This design comes from an exercise in tuning for small area on the open sky130 flow, not from production work. In this exercise RTL edits were held to simulation tests only and were not proved equivalent to the original. Power is estimated from default activity; no workload was simulated.

== tundra ==
==> flow/design.v <==
module residual_add_pack #(
    parameter int DATA_WIDTH = 16,
    parameter int SEQ_LEN    = 8,
    parameter int EMB_DIM    = 8
) (
    input  logic                                      clk,
    input  logic                                      rst_n,
    input  logic                                      in_valid,
    output logic                                      in_ready,
    input  logic [DATA_WIDTH-1:0]                     in_a,
    input  logic [DATA_WIDTH-1:0]                     in_b,
    input  logic                                      in_last,
    output logic [DATA_WIDTH*SEQ_LEN*EMB_DIM-1:0]     x_out,
    output logic                                      ln_start,
    input  logic                                      ln_done,
    output logic                                      frame_err,
    output logic [$clog2(SEQ_LEN*EMB_DIM):0]          ovf_cnt
);
    localparam int N     = SEQ_LEN * EMB_DIM;
    localparam int IDX_W = $clog2(N);
    localparam int CNT_W = $clog2(N) + 1;
    localparam logic [IDX_W-1:0]      LAST_IDX = IDX_W'(N - 1);
    localparam logic [DATA_WIDTH-1:0] MAX_VAL  = {1'b0, {(DATA_WIDTH-1){1'b1}}};
    localparam logic [DATA_WIDTH-1:0] MIN_VAL  = {1'b1, {(DATA_WIDTH-1){1'b0}}};
    logic                          ready;     
    logic                          launch;    
    logic [IDX_W-1:0]              idx;
    logic [DATA_WIDTH*N-1:0]       frame_buf;
    logic [DATA_WIDTH:0]           sum_ext;
    logic                          overflow;
    logic [DATA_WIDTH-1:0]         store_val;
    logic                          accept;
    logic                          is_last;
    logic [DATA_WIDTH:0]           c, c0, c1;
    logic [DATA_WIDTH-1:0]         s, s0, s1;
    always_comb begin
        c  = '0;
        c0 = '0;
        c1 = '0;
        s  = '0;
        s0 = '0;
        s1 = '0;
        c[0] = 1'b0;
        for (int i = 0; i < 5; i++) begin
            s[i]   = in_a[i] ^ in_b[i] ^ c[i];
            c[i+1] = (in_a[i] & in_b[i]) | (in_a[i] & c[i]) | (in_b[i] & c[i]);
        end
        c0[5] = 1'b0;
        c1[5] = 1'b1;
        for (int i = 5; i < 10; i++) begin
            s0[i]   = in_a[i] ^ in_b[i] ^ c0[i];
            s1[i]   = in_a[i] ^ in_b[i] ^ c1[i];
            c0[i+1] = (in_a[i] & in_b[i]) | (in_a[i] & c0[i]) | (in_b[i] & c0[i]);
            c1[i+1] = (in_a[i] & in_b[i]) | (in_a[i] & c1[i]) | (in_b[i] & c1[i]);
            s[i]    = c[5] ? s1[i] : s0[i];
            c[i+1]  = c[5] ? c1[i+1] : c0[i+1];
        end
        c0[10] = 1'b0;
        c1[10] = 1'b1;
        for (int i = 10; i < 16; i++) begin
            s0[i]   = in_a[i] ^ in_b[i] ^ c0[i];
            s1[i]   = in_a[i] ^ in_b[i] ^ c1[i];
            c0[i+1] = (in_a[i] & in_b[i]) | (in_a[i] & c0[i]) | (in_b[i] & c0[i]);
            c1[i+1] = (in_a[i] & in_b[i]) | (in_a[i] & c1[i]) | (in_b[i] & c1[i]);
            s[i]    = c[10] ? s1[i] : s0[i];
            c[i+1]  = c[10] ? c1[i+1] : c0[i+1];
        end
        overflow  = c[DATA_WIDTH] ^ c[DATA_WIDTH-1];
        sum_ext   = {overflow ^ s[DATA_WIDTH-1], s};
        store_val = overflow ? (sum_ext[DATA_WIDTH] ? MIN_VAL : MAX_VAL)
                             : sum_ext[DATA_WIDTH-1:0];
    end
    assign in_ready = ready;
    assign ln_start = launch;
    assign accept   = in_valid && ready;
    assign is_last  = (idx == LAST_IDX);
    assign x_out    = frame_buf;
    logic [DATA_WIDTH*N-1:0] shift_in;
    logic                    hold_n;
    assign shift_in = {store_val, frame_buf[DATA_WIDTH*N-1:DATA_WIDTH]};
    always_ff @(posedge clk) begin
        frame_buf <= (shift_in & {(DATA_WIDTH*N){accept}})
                   | (frame_buf & {(DATA_WIDTH*N){~in_valid | hold_n}});
    end
    always_ff @(posedge clk or negedge rst_n) begin
        if (!rst_n) begin
            ready     <= 1'b1;
            hold_n    <= 1'b0;
            launch    <= 1'b0;
            idx       <= '0;
            frame_err <= 1'b0;
            ovf_cnt   <= '0;
        end else begin
            frame_err <= 1'b0;
            launch    <= 1'b0;
            if (accept) begin
                frame_err <= (in_last != is_last);
                if (overflow) begin
                    ovf_cnt <= ovf_cnt + 1'b1;
                end
                idx <= idx + 1'b1;
                if (is_last) begin
                    ready  <= 1'b0;
                    hold_n <= 1'b1;
                    launch <= 1'b1;
                end
            end else if (!ready && !launch && ln_done) begin
                ready   <= 1'b1;
                hold_n  <= 1'b0;
                ovf_cnt <= '0;
            end
        end
    end
endmodule
export LEC_CHECK = 0
export CAP_MARGIN = 20
export CORE_AREA = 5 5 225 225
export DIE_AREA = 0 0 230 230
export PLACE_DENSITY = 0.8
export SLEW_MARGIN = 20
create_clock -name core_clock -period 4.0 [get_ports {clk}]
standard.sh (not shown) runs the stock make flow with config.mk's settings and CLKGATE_MAP_FILE= SYNTH_SCRIPT=/design/flow/synth_recipe.tcl, a recipe that flattens the netlist after the stock synthesis.
==> flow/flow/run.sh <==
#!/bin/bash
# Standard ORFS layout, with the port buffers made from the smallest buffer cell and a
# clock tree built from small clock buffers. Each tool's log stays under orfs/logs.
set -euo pipefail
export BUFFER_PORTS_ARGS="-buffer_cell sky130_fd_sc_hd__buf_1"
export PLACE_PINS_ARGS="-min_distance 1 -min_distance_in_tracks"
export CTS_ARGS="-sink_clustering_enable -repair_clock_nets -dont_use_dummy_load -buf_list {sky130_fd_sc_hd__clkbuf_4} -sink_clustering_size 10 -sink_clustering_max_diameter 60"
bash standard.sh > make.log 2>&1
Relative to tundra, the following input files were edited for raven:
==> flow/design.v <==
module residual_add_pack #(
    parameter int DATA_WIDTH = 16,
    parameter int SEQ_LEN    = 8,
    parameter int EMB_DIM    = 8
) (
    input  logic                                      clk,
    input  logic                                      rst_n,
    input  logic                                      in_valid,
    output logic                                      in_ready,
    input  logic [DATA_WIDTH-1:0]                     in_a,
    input  logic [DATA_WIDTH-1:0]                     in_b,
    input  logic                                      in_last,
    output logic [DATA_WIDTH*SEQ_LEN*EMB_DIM-1:0]     x_out,
    output logic                                      ln_start,
    input  logic                                      ln_done,
    output logic                                      frame_err,
    output logic [$clog2(SEQ_LEN*EMB_DIM):0]          ovf_cnt
);
    localparam int N     = SEQ_LEN * EMB_DIM;
    localparam int IDX_W = $clog2(N);
    localparam int CNT_W = $clog2(N) + 1;
    localparam logic [IDX_W-1:0]      LAST_IDX = IDX_W'(N - 1);
    localparam logic [DATA_WIDTH-1:0] MAX_VAL  = {1'b0, {(DATA_WIDTH-1){1'b1}}};
    localparam logic [DATA_WIDTH-1:0] MIN_VAL  = {1'b1, {(DATA_WIDTH-1){1'b0}}};
    logic                          ready;     
    logic                          launch;    
    logic [IDX_W-1:0]              idx;
    logic [DATA_WIDTH*N-1:0]       frame_buf;
    logic [DATA_WIDTH:0]           sum_ext;
    logic                          overflow;
    logic [DATA_WIDTH-1:0]         store_val;
    logic                          accept;
    logic                          is_last;
    always_comb begin
        sum_ext   = {in_a[DATA_WIDTH-1], in_a} + {in_b[DATA_WIDTH-1], in_b};
        overflow  = sum_ext[DATA_WIDTH] ^ sum_ext[DATA_WIDTH-1];
        store_val = overflow ? (sum_ext[DATA_WIDTH] ? MIN_VAL : MAX_VAL)
                             : sum_ext[DATA_WIDTH-1:0];
    end
    assign in_ready = ready;
    assign ln_start = launch;
    assign accept   = in_valid && ready;
    assign is_last  = (idx == LAST_IDX);
    assign x_out    = frame_buf;
    always_ff @(posedge clk) begin
        if (accept) begin
            frame_buf <= {store_val, frame_buf[DATA_WIDTH*N-1:DATA_WIDTH]};
        end
    end
    always_ff @(posedge clk or negedge rst_n) begin
        if (!rst_n) begin
            ready     <= 1'b1;
            launch    <= 1'b0;
            idx       <= '0;
            frame_err <= 1'b0;
            ovf_cnt   <= '0;
        end else begin
            frame_err <= 1'b0;
            launch    <= 1'b0;
            if (accept) begin
                frame_err <= (in_last != is_last);
                if (overflow) begin
                    ovf_cnt <= ovf_cnt + 1'b1;
                end
                idx <= idx + 1'b1;
                if (is_last) begin
                    ready  <= 1'b0;
                    launch <= 1'b1;
                end
            end else if (!ready && !launch && ln_done) begin
                ready   <= 1'b1;
                ovf_cnt <= '0;
            end
        end
    end
endmodule
--- outcome ---
raven vs. tundra: maximum number of pins on one net before global-route repair went down by about 40%. For the fraction of the mapped netlist area in compound gates, raven came in 27 points lower than tundra did. Summary — utilization, raven relative to tundra: higher, by 2.6 points. Comparing raven and tundra, the higher number of stages on the worst setup path was measured on tundra. Compared with tundra, in raven total number of clock tree sinks roughly the same, count of endpoints failing setup in the final report roughly the same, final standard cell count with taps included and fillers excluded lower. In raven the register-to-register slack turned out 0.57 ns lower than in tundra. Changes observed in raven relative to tundra: xor/xnor cell area share of the yosys netlist was more or less identical; starting density of the core went up by 1.2 points; clock latency on the worst-skew pair went up by 0.03 ns; sequential fraction of design power went up by 7.4 points; final worst setup slack went up by 0.82 ns. The design internal power in raven sits 3.3% above the value recorded for tundra.

[re-timing with driven ports]
Ports are ideal in the flow. The routed layouts listed here were re-timed in OpenROAD. Step 1 assumes that a clkbuf_16 drives the clock port and a buf_2 every other input. Step 2 also shifts input and output timing later by t, the mid clock arrival at the registers, as if the neighbouring blocks saw the same clock. a / b / c = ideal ports / drivers / drivers and shift; a / b = the first two.
| run | shift t [ns] | setup WS [ns] | worst setup path at the end |
|---|---|---|---|
| tundra | 0.914 | 0.254 / 0.279 / -0.636 | input to register |
| raven | 0.893 | 1.078 / 1.053 / 0.159 | input to register |
With both steps, setup timing fails in tundra, where it was met with ideal ports. For raven, which loses most, drivers alone change the setup slack by -0.025 ns; drivers and shift together by -0.919 ns.
